From an optimization exercise on the open Yosys and OpenROAD flow, aimed at small area, a short achievable clock period and few clock cycles per item; shortcuts taken in it are not production practice. Only simulation tests tie the RTL to the original design; equivalence was not proved. Power figures rest on the tool's default switching activity, not on a simulated workload.

===== design/flow/design.v =====
`timescale 1ns / 1ps
package picl_pkg;
    localparam int CFG_ADDR_W = 5;
    localparam int CFG_DATA_W = 32;
    localparam int CUR_W   = 10;
    localparam int PWM_W   = 9;
    localparam int SR_W    = 10;
    localparam int FB_W    = 12;
    localparam int AVG_W   = 16;
    localparam int ERR_W   = 13;
    localparam int ACC_W   = 32;
    localparam int AVG_SEL_W = 2;
    localparam int SR_DEAD_TIME   = 8;
    localparam int VREF_RAW_MIN   = 102;
    localparam int FB_GAIN        = 19;
    localparam int FB_FRAC        = 3;
    localparam int LEVEL_MAX      = 508;
    localparam int LEVEL_SAT      = 510;
    localparam int PWM_SAT        = 511;
    localparam int SR_FULL        = 512;
    localparam int SR_CUR_MIN     = 10;
    localparam int AVG_SHIFT_BASE = 7;
    localparam int AVG_FRAC       = 7;
    localparam int RST_ZERO_OFFSET = 512;
    localparam int RST_CUR_LIMIT   = 1023;
    typedef enum logic [2:0] {
        REG_KP          = 3'd0,
        REG_KI          = 3'd1,
        REG_ZERO_OFFSET = 3'd2,
        REG_PWM_LIMIT   = 3'd3,
        REG_CUR_LIMIT   = 3'd4,
        REG_AVG_SEL     = 3'd5
    } t_reg_idx;
    typedef struct packed {
        logic signed [ACC_W-1:0] kp;
        logic signed [ACC_W-1:0] ki;
        logic [CUR_W-1:0]        zero_offset;
        logic [PWM_W-1:0]        pwm_limit;
        logic [CUR_W-1:0]        cur_limit;
        logic [AVG_SEL_W-1:0]    avg_sel;
    } t_cfg;
    typedef struct packed {
        logic [CUR_W-1:0] raw_current;
        logic [CUR_W-1:0] current_target;
        logic [PWM_W-1:0] throttle_level;
        logic [CUR_W-1:0] current_ceiling;
        logic             other_fault;
    } t_in_item;
    typedef struct packed {
        logic [PWM_W-1:0] duty_width;
        logic [SR_W-1:0]  sr_width;
        logic             vref_flag;
        logic [FB_W-1:0]  norm_current;
        logic [CUR_W-1:0] peak_current;
        logic [AVG_W-1:0] pwm_average;
        logic             fault_off;
    } t_out_item;
endpackage
`timescale 1ns / 1ps
module picl_regs (
    input  logic                                i_clk,
    input  logic                                i_rst_n,
    input  logic                                psel,
    input  logic                                penable,
    input  logic                                pwrite,
    input  logic [picl_pkg::CFG_ADDR_W-1:0]     paddr,
    input  logic [picl_pkg::CFG_DATA_W-1:0]     pwdata,
    output logic [picl_pkg::CFG_DATA_W-1:0]     prdata,
    output logic                                pready,
    output picl_pkg::t_cfg                      o_cfg
);
    picl_pkg::t_cfg     r_cfg;
    picl_pkg::t_reg_idx w_idx;
    logic               w_wr;
    assign pready = 1'b1;
    assign w_idx  = picl_pkg::t_reg_idx'(paddr[picl_pkg::CFG_ADDR_W-1:2]);
    assign w_wr   = psel && penable && pwrite;
    assign o_cfg  = r_cfg;
    always_ff @(posedge i_clk) begin
        if (!i_rst_n) begin
            r_cfg.kp          <= '0;
            r_cfg.ki          <= '0;
            r_cfg.zero_offset <= picl_pkg::CUR_W'(picl_pkg::RST_ZERO_OFFSET);
            r_cfg.pwm_limit   <= '0;
            r_cfg.cur_limit   <= picl_pkg::CUR_W'(picl_pkg::RST_CUR_LIMIT);
            r_cfg.avg_sel     <= '0;
        end else if (w_wr) begin
            unique case (w_idx)
                picl_pkg::REG_KP:          r_cfg.kp          <= pwdata;
                picl_pkg::REG_KI:          r_cfg.ki          <= pwdata;
                picl_pkg::REG_ZERO_OFFSET: r_cfg.zero_offset <= pwdata[picl_pkg::CUR_W-1:0];
                picl_pkg::REG_PWM_LIMIT:   r_cfg.pwm_limit   <= pwdata[picl_pkg::PWM_W-1:0];
                picl_pkg::REG_CUR_LIMIT:   r_cfg.cur_limit   <= pwdata[picl_pkg::CUR_W-1:0];
                picl_pkg::REG_AVG_SEL:     r_cfg.avg_sel     <= pwdata[picl_pkg::AVG_SEL_W-1:0];
                default: ;
            endcase
        end
    end
    always_comb begin
        unique case (w_idx)
            picl_pkg::REG_KP:          prdata = r_cfg.kp;
            picl_pkg::REG_KI:          prdata = r_cfg.ki;
            picl_pkg::REG_ZERO_OFFSET: prdata = picl_pkg::CFG_DATA_W'(r_cfg.zero_offset);
            picl_pkg::REG_PWM_LIMIT:   prdata = picl_pkg::CFG_DATA_W'(r_cfg.pwm_limit);
            picl_pkg::REG_CUR_LIMIT:   prdata = picl_pkg::CFG_DATA_W'(r_cfg.cur_limit);
            picl_pkg::REG_AVG_SEL:     prdata = picl_pkg::CFG_DATA_W'(r_cfg.avg_sel);
            default:                   prdata = '0;
        endcase
    end
endmodule
`timescale 1ns / 1ps
module picl_core (
    input  logic                 i_clk,
    input  logic                 i_rst_n,
    input  picl_pkg::t_cfg       i_cfg,
    input  picl_pkg::t_in_item   i_item,
    input  logic                 i_load,
    output picl_pkg::t_out_item  o_result
);
    localparam int CUR_W = picl_pkg::CUR_W;
    localparam int PWM_W = picl_pkg::PWM_W;
    localparam int ERR_W = picl_pkg::ERR_W;
    localparam int ACC_W = picl_pkg::ACC_W;
    localparam int AVG_W = picl_pkg::AVG_W;
    localparam int FB_W  = picl_pkg::FB_W;
    localparam int SR_W  = picl_pkg::SR_W;
    localparam int HALF  = ACC_W / 2;
    localparam int FBP_W = CUR_W + 5;
    localparam int DIF_W = AVG_W + 2;
    logic [ACC_W-1:0]        r_acc;
    logic signed [ERR_W-1:0] r_prev_err;
    logic [AVG_W-1:0]        r_avg;
    logic [CUR_W-1:0]        r_peak;
    picl_pkg::t_out_item     r_result;
    logic [ACC_W-1:0]        n_acc;
    logic signed [ERR_W-1:0] n_prev_err;
    logic [AVG_W-1:0]        n_avg;
    logic [CUR_W-1:0]        n_peak;
    picl_pkg::t_out_item     n_result;
    logic signed [CUR_W:0]     w_mc;
    logic                      w_mc_neg;
    logic [CUR_W-1:0]          w_mc_mag;
    logic [FBP_W-1:0]          w_fb_prod;
    logic [FB_W-1:0]           w_fb;
    logic signed [ERR_W-1:0]   w_err;
    logic signed [ACC_W+ERR_W-1:0] w_p_kp;
    logic signed [ACC_W+ERR_W-1:0] w_p_ki;
    logic [ACC_W-1:0]          w_acc_sum;
    logic [PWM_W-1:0]          w_width;
    logic [PWM_W-1:0]          w_direct;
    logic                      w_fault_off;
    logic [SR_W-1:0]           w_sr;
    logic [2:0]                w_shift;
    logic signed [DIF_W-1:0]   w_diff;
    logic signed [DIF_W-1:0]   w_step;
    always_comb begin
        w_mc     = $signed({1'b0, i_cfg.zero_offset}) - $signed({1'b0, i_item.raw_current});
        w_mc_neg = w_mc[CUR_W];
        w_mc_mag = w_mc[CUR_W-1:0];
        w_fb_prod = FBP_W'(w_mc_mag) * FBP_W'(picl_pkg::FB_GAIN);
        w_fb      = w_mc_neg ? '0 : FB_W'(w_fb_prod >> picl_pkg::FB_FRAC);
        n_peak = (!w_mc_neg && (w_mc_mag > r_peak)) ? w_mc_mag : r_peak;
        w_err  = $signed(ERR_W'(i_item.current_target)) - $signed({1'b0, w_fb});
        w_p_kp = i_cfg.kp * w_err;
        w_p_ki = i_cfg.ki * r_prev_err;
        w_acc_sum = r_acc + w_p_kp[ACC_W-1:0] + w_p_ki[ACC_W-1:0];
        w_direct = (i_item.throttle_level < i_cfg.pwm_limit)
                 ? i_item.throttle_level : i_cfg.pwm_limit;
        n_acc       = r_acc;
        n_prev_err  = r_prev_err;
        w_fault_off = 1'b0;
        w_width     = '0;
        if (i_cfg.pwm_limit != '0) begin
            if (i_item.other_fault) begin
                w_fault_off = 1'b1;
            end else if (w_fb <= FB_W'(i_item.current_ceiling)) begin
                w_width = w_direct;
            end
        end else if (i_item.current_target == '0) begin
            n_acc      = '0;
            n_prev_err = '0;
        end else begin
            n_prev_err = w_err;
            if (w_acc_sum[ACC_W-1]) begin
                n_acc = '0;
            end else if (w_acc_sum[ACC_W-2:HALF] > (HALF-1)'(picl_pkg::LEVEL_MAX)) begin
                n_acc   = ACC_W'(picl_pkg::LEVEL_SAT) << HALF;
                w_width = PWM_W'(picl_pkg::PWM_SAT);
            end else begin
                n_acc   = w_acc_sum;
                w_width = PWM_W'(w_acc_sum[ACC_W-2:HALF]) + PWM_W'(w_acc_sum[HALF-1]);
            end
        end
        if (!w_mc_neg && (w_mc_mag > i_cfg.cur_limit)) begin
            w_width = '0;
        end
        if (w_width != '0) begin
            w_sr = SR_W'(w_width) + SR_W'(picl_pkg::SR_DEAD_TIME);
        end else if (!w_mc_neg && (w_mc_mag > CUR_W'(picl_pkg::SR_CUR_MIN))) begin
            w_sr = '0;
        end else begin
            w_sr = SR_W'(picl_pkg::SR_FULL);
        end
        w_shift = 3'(picl_pkg::AVG_SHIFT_BASE) - {1'b0, i_cfg.avg_sel};
        w_diff  = $signed({2'b00, w_width, picl_pkg::AVG_FRAC'(0)})
                - $signed({2'b00, r_avg});
        w_step  = w_diff >>> w_shift;
        n_avg   = r_avg + w_step[AVG_W-1:0];
        n_result.duty_width       = w_width;
        n_result.sr_width         = w_sr;
        n_result.vref_flag        = w_mc_neg &&
                                    (i_item.raw_current < CUR_W'(picl_pkg::VREF_RAW_MIN));
        n_result.norm_current     = w_fb;
        n_result.peak_current     = n_peak;
        n_result.pwm_average      = n_avg;
        n_result.fault_off        = w_fault_off;
    end
    always_ff @(posedge i_clk) begin
        if (!i_rst_n) begin
            r_acc      <= '0;
            r_prev_err <= '0;
            r_avg      <= '0;
            r_peak     <= '0;
        end else if (i_load) begin
            r_acc      <= n_acc;
            r_prev_err <= n_prev_err;
            r_avg      <= n_avg;
            r_peak     <= n_peak;
        end
    end
    always_ff @(posedge i_clk) begin
        if (i_load) begin
            r_result <= n_result;
        end
    end
    assign o_result = r_result;
endmodule
`timescale 1ns / 1ps
module pi_current_loop_pwm (
    input  logic                              i_clk,
    input  logic                              i_rst_n,
    input  logic                              i_in_valid,
    output logic                              i_in_ready,
    input  logic [picl_pkg::CUR_W-1:0]        i_in_raw_current,
    input  logic [picl_pkg::CUR_W-1:0]        i_in_current_target,
    input  logic [picl_pkg::PWM_W-1:0]        i_in_throttle_level,
    input  logic [picl_pkg::CUR_W-1:0]        i_in_current_ceiling,
    input  logic                              i_in_other_fault,
    output logic                              o_out_valid,
    input  logic                              o_out_ready,
    output logic [picl_pkg::PWM_W-1:0]        o_out_duty_width,
    output logic [picl_pkg::SR_W-1:0]         o_out_sr_width,
    output logic                              o_out_vref_flag,
    output logic [picl_pkg::FB_W-1:0]         o_out_norm_current,
    output logic [picl_pkg::CUR_W-1:0]        o_out_peak_current,
    output logic [picl_pkg::AVG_W-1:0]        o_out_pwm_average,
    output logic                              o_out_fault_off,
    input  logic                              psel,
    input  logic                              penable,
    input  logic                              pwrite,
    input  logic [picl_pkg::CFG_ADDR_W-1:0]   paddr,
    input  logic [picl_pkg::CFG_DATA_W-1:0]   pwdata,
    output logic [picl_pkg::CFG_DATA_W-1:0]   prdata,
    output logic                              pready
);
    picl_pkg::t_cfg      w_cfg;
    picl_pkg::t_in_item  r_item;
    picl_pkg::t_out_item w_result;
    logic                r_in_valid;
    logic                r_out_valid;
    logic                w_load;
    logic                w_in_ready;
    picl_regs u_regs (
        .i_clk   (i_clk),
        .i_rst_n (i_rst_n),
        .psel    (psel),
        .penable (penable),
        .pwrite  (pwrite),
        .paddr   (paddr),
        .pwdata  (pwdata),
        .prdata  (prdata),
        .pready  (pready),
        .o_cfg   (w_cfg)
    );
    assign w_load     = r_in_valid && (!r_out_valid || o_out_ready);
    assign w_in_ready = !r_in_valid || w_load;
    assign i_in_ready = w_in_ready;
    always_ff @(posedge i_clk) begin
        if (!i_rst_n) begin
            r_in_valid  <= 1'b0;
            r_out_valid <= 1'b0;
        end else begin
            if (w_in_ready) begin
                r_in_valid <= i_in_valid;
            end
            if (w_load) begin
                r_out_valid <= 1'b1;
            end else if (o_out_ready) begin
                r_out_valid <= 1'b0;
            end
        end
    end
    always_ff @(posedge i_clk) begin
        if (w_in_ready && i_in_valid) begin
            r_item.raw_current     <= i_in_raw_current;
            r_item.current_target  <= i_in_current_target;
            r_item.throttle_level  <= i_in_throttle_level;
            r_item.current_ceiling <= i_in_current_ceiling;
            r_item.other_fault     <= i_in_other_fault;
        end
    end
    picl_core u_core (
        .i_clk    (i_clk),
        .i_rst_n  (i_rst_n),
        .i_cfg    (w_cfg),
        .i_item   (r_item),
        .i_load   (w_load),
        .o_result (w_result)
    );
    assign o_out_valid            = r_out_valid;
    assign o_out_duty_width       = w_result.duty_width;
    assign o_out_sr_width         = w_result.sr_width;
    assign o_out_vref_flag        = w_result.vref_flag;
    assign o_out_norm_current     = w_result.norm_current;
    assign o_out_peak_current     = w_result.peak_current;
    assign o_out_pwm_average      = w_result.pwm_average;
    assign o_out_fault_off        = w_result.fault_off;
endmodule

===== design/flow/run.sh =====
#!/bin/bash
# synth_recipe.tcl (not shown) runs the flow's synth.tcl, then flattens the netlist and writes it again
# the make line also repeats each setting of config.mk as NAME=value (left out here)
make -C /OpenROAD-flow-scripts/flow DESIGN_CONFIG=/design/flow/config.mk WORK_HOME=/design/flow/orfs CLKGATE_MAP_FILE= SYNTH_SCRIPT=/design/flow/synth_recipe.tcl finish

===== design/flow/config.mk =====
export PLATFORM = sky130hd
export DESIGN_NAME = pi_current_loop_pwm
export DESIGN_NICKNAME = pi_current_loop_pwm
export VERILOG_FILES = /design/flow/design.v
export SDC_FILE = /design/flow/constraint.sdc
export NUM_CORES = 4
export LEC_CHECK = 0
export CAP_MARGIN = 20
export CORE_MARGIN = 2
export CORE_UTILIZATION = 40
export SLEW_MARGIN = 20

===== design/flow/constraint.sdc =====
create_clock -name core_clock -period 19.0 [get_ports {i_clk}]
set_input_delay 3.8000 -clock core_clock [delete_from_list [all_inputs] [get_ports {i_clk}]]
set_output_delay 3.8000 -clock core_clock [all_outputs]
set_load 0.01 [all_outputs]

==> results.txt <==
run status=no timing/DRC/antenna violations; min Tclk post-route=18.08 ns; Sequential Power Share=16.9%; Routed Antenna Nets=0; slew at the pin closest to its max-slew limit=1.06 ns; vias per cell=5.14; vias in the first global route=28200; core footprint=0.0882 sq mm; clock power share=11.9%; DRT Pass-1 Iters=5; Mean Syn Cell Area=8.99 sq um; clock sinks=266; sequential share of the synthesized area=17.7%; Area Overhead vs Synth=11.9%; syn_nets=4900; DRT iter0 DRCs=1750; Hold Slack=0.453 ns; Boundary Pins=178; Peak VDD IR=0.164 mV; mux cell area share after synthesis=1.69%; GRT Total Usage=23.2%; die area=0.0914 sq mm; drc violations=0; library cells used by synthesis=84; met1 Usage GRT=29.8%; Root Buffer Master=clkbuf_16; Wirelength per Cell=19.7 um; CP Max Fanout=7; Slew Viols, Final=0; Pint=0.00236 W; worst r2r src=u_regs.r_cfg[21]; clk slew on worst S/H paths=0.07 ns; power density over cell area=117 mW/mm^2; RD Place Congestion=0.902; Post-CTS Hold Buffers=0; most common flop cell mapped by yosys=dfxtp_1; HP Start=u_core.r_acc[17]; met2 GRT Util=38.7%; global-route wire length before repair=163000 um; detailed placer's ending HPWL=84800 um; most frequent cells in the layout=inv_1, nand2_1, fa_1; Via Count=27000; HP Class=reg -> reg; initial antenna violation count=6; largest family of logic cells by synthesized area=adder cells; Initial Util=40.3%; Worst Setup SP=u_regs.r_cfg[21]; CTS Buffer Depth=3; Clock Skews=0.0236 ns; synthesized-area fraction occupied by adder cells=42.9%; busiest grt layer=met2; most common cell after layout, fill and taps aside=inv_1; Row Count=109; synthesized flop and latch total=266; Fin Setup TNS=0 ns; CP Launch Type=flop; final hold violation count=0; Pleak=18.4 nW; crit path DAT=18.57 ns; largest net degree at the start of global routing=84; crit share post-route=95.2%; TritonCTS clock tree=built; Final Setup Violations=0; RSZ-0062 raised after global routing=false; clk latency of the worst-skew pair=0.58 ns; crit end category=flop; drt total wl=104000 um; CP required=19.49 ns; post-synthesis simple-gate area fraction=15.7%; fraction of layout cells with a size suffix above 1=4.85%; worst slew margin relative to its limit=29.3%; GR Util met3=4.86%; number of synthesized flops with an enable pin=99; Synth warnings=3; DIE WIDTH=302 um; sw frac=49.4%; post-synthesis cell count=3960; most used cell, CP=fa_1; combinational fraction of design power=71.2%; Synth Area in Compound Gates=8.76%; XOR/XNOR share of the synthesized area=3.27%; Pwr Total=0.00466 W; Die Y=302 um; NumNets Final=5003; CP max stage delay=0.64 ns; Max Fclk=55.3 MHz; Core Util, Final=45.2%; htree depth=1; total net switching power=0.00230 W; count of input and output buffers=174; Synth Cell Area=0.0356 sq mm; FFs w/ async S/R, synth=0%; Max Cap Viol=0; critical path type=reg -> reg; slowest CP cell=or4b_2; global route overflow=0; CTS Buf Count=27
==> stage by stage <==
step / worst slack [ns] / area, sq um / cells
6_report: 0.921 / 39800 / 5251
5_1_grt: 0.0216 / 39800 / 5248
4_1_cts: 0.0657 / 39700 / 5244
3_5_place_dp: 0.0704 / 38800 / 5195
3_3_place_gp: 0.190 / 38800 / 5195
2_1_floorplan: 2.25 / 35600 / 3960
==> power groups by stage <==
| stage | Combinational, W | Sequential, W | Clock [W] |
|---|---|---|---|
| 6_report | 0.00331 | 0.000787 | 0.000556 |
| 5_1_grt | 0.00364 | 0.000794 | 0.000585 |
| 4_1_cts | 0.00328 | 0.000787 | 0.000567 |
| 3_5_place_dp | 0.00322 | 0.000798 | 0 |
| 3_3_place_gp | 0.00322 | 0.000798 | 0 |
| 2_1_floorplan | 0.00218 | 0.000806 | 0 |
==> synth_stat cells, types with 5 or more instances <==
cell type / number / area (sq um)
inv_1: 747 / 2800
nand2_1: 721 / 2710
fa_1: 606 / 12100
ha_1: 250 / 3130
a21oi_1: 190 / 951
clkbuf_1: 187 / 702
dfxtp_1: 167 / 3340
and2_1: 123 / 769
nor2_1: 123 / 462
edfxtp_1: 99 / 2970
xnor2_1: 93 / 815
nand2b_1: 77 / 482
mux2i_1: 51 / 510
o21ai_0: 48 / 240
nor3_1: 43 / 215
nor2b_1: 40 / 250
o21a_1: 31 / 233
a21o_1: 30 / 225
o211ai_1: 30 / 225
a22oi_1: 29 / 218
nand3_1: 26 / 130
a22o_1: 22 / 193
and3_1: 21 / 131
xor2_1: 19 / 166
a211oi_1: 16 / 120
o21bai_1: 16 / 120
nor4_1: 13 / 81.3
or2_2: 9 / 56.3
nand4_1: 7 / 43.8
o22ai_1: 7 / 43.8
or3_1: 7 / 43.8
xnor3_1: 7 / 158
a31oi_1: 6 / 37.5
mux2_2: 6 / 67.6
nand3b_1: 5 / 37.5
o2111ai_1: 5 / 43.8
==> final timing paths <==
path / to / slack, ns / depth (start not counted)
setup / recovery: u_core.r_avg[15] / 0.92 / 71
setup reg to reg: u_core.r_avg[15] / 0.92 / 71
hold / removal: u_core.r_acc[17] / 0.45 / 2
hold reg to reg: u_core.r_acc[17] / 0.45 / 2
==> metal layers <==
metal / vias up / wire length (um)
li1: 12500 / -
met1: 13500 / 43200
met2: 788 / 48600
met3: 187 / 7590
met4: 8 / 4200
met5: - / 47
==> worst max-delay path, delay by kind of cell, from the launching register on <==
| kind | cells | cell delay [ns] |
|---|---|---|
| fa+ha+maj | 17 | 7.00 |
| compound gates | 29 | 5.39 |
| simple gates | 14 | 3.25 |
| xor+xnor | 5 | 1.30 |
| buf+inv | 5 | 0.43 |
| flops | 1 | 0.42 |
| mux | 1 | 0.19 |
==> state kept, by name (all words and copies together) (netlist names) <==
register	count
r_in_valid	1
u_core.r_acc	31
r_item	40
u_core.r_peak	10
u_core.r_result	59
u_core.r_prev_err	13
r_out_valid	1
u_core.r_avg	16
u_regs.r_cfg	95
==> layout make-up <==
cell class | count | area [sq um]
tap | 1165 | 1460
timing repair buffer | 268 | 2450
inverter | 749 | 2820
fill | 8519 | 48400
antenna | 3 | 7.51
clock buffer | 35 | 778
clock inverter | 14 | 118
multi-input combinational | 2751 | 25900
sequential | 266 | 6320
==> cell families (layout without fill, tap and decap cells) <==
family          Yosys count  count (layout)
compound gates          481             481
xor+xnor                120             120
fa+ha+maj               856             856
buf+inv                 943            1066
flops                   266             266
mux                      58              58
other cells               1               4
simple gates           1235            1235
==> repair_timing <==
action                                  4_1_cts  5_1_grt
resized for setup                             1       16
endpoints found under the setup margin        1       11
setup buffers                                 0        4
pin swaps                                     0        4
Testbench counts, summed over its fixed seeds: cycles 15,552, items 15,360.

==> port drivers added, routing unchanged <==
The results above use ideal ports. As a check the final layout listed here was re-extracted and re-timed, cells and wires unchanged. Step 1 sets driving cells, clkbuf_16 on the clock port and buf_2 on the other inputs (assumed; they add their load-dependent delay and slew). Step 2, shift: input delay + t, output delay - t, t = (earliest + latest rising clock arrival at the registers) / 2. This alone moves slack from input paths to output paths. a / b / c = ideal / step 1 / step 2; a / b = the first two.
shift t [ns]: 0.628
slack for setup (ns): 0.921 / 0.921 / 0.921
worst setup path at the end: register to register
pins driven straight from the clock port: 1
After both steps setup and hold are still met in this run. For this run, drivers alone change the setup slack by 0.000 ns; drivers and shift together by 0.000 ns.
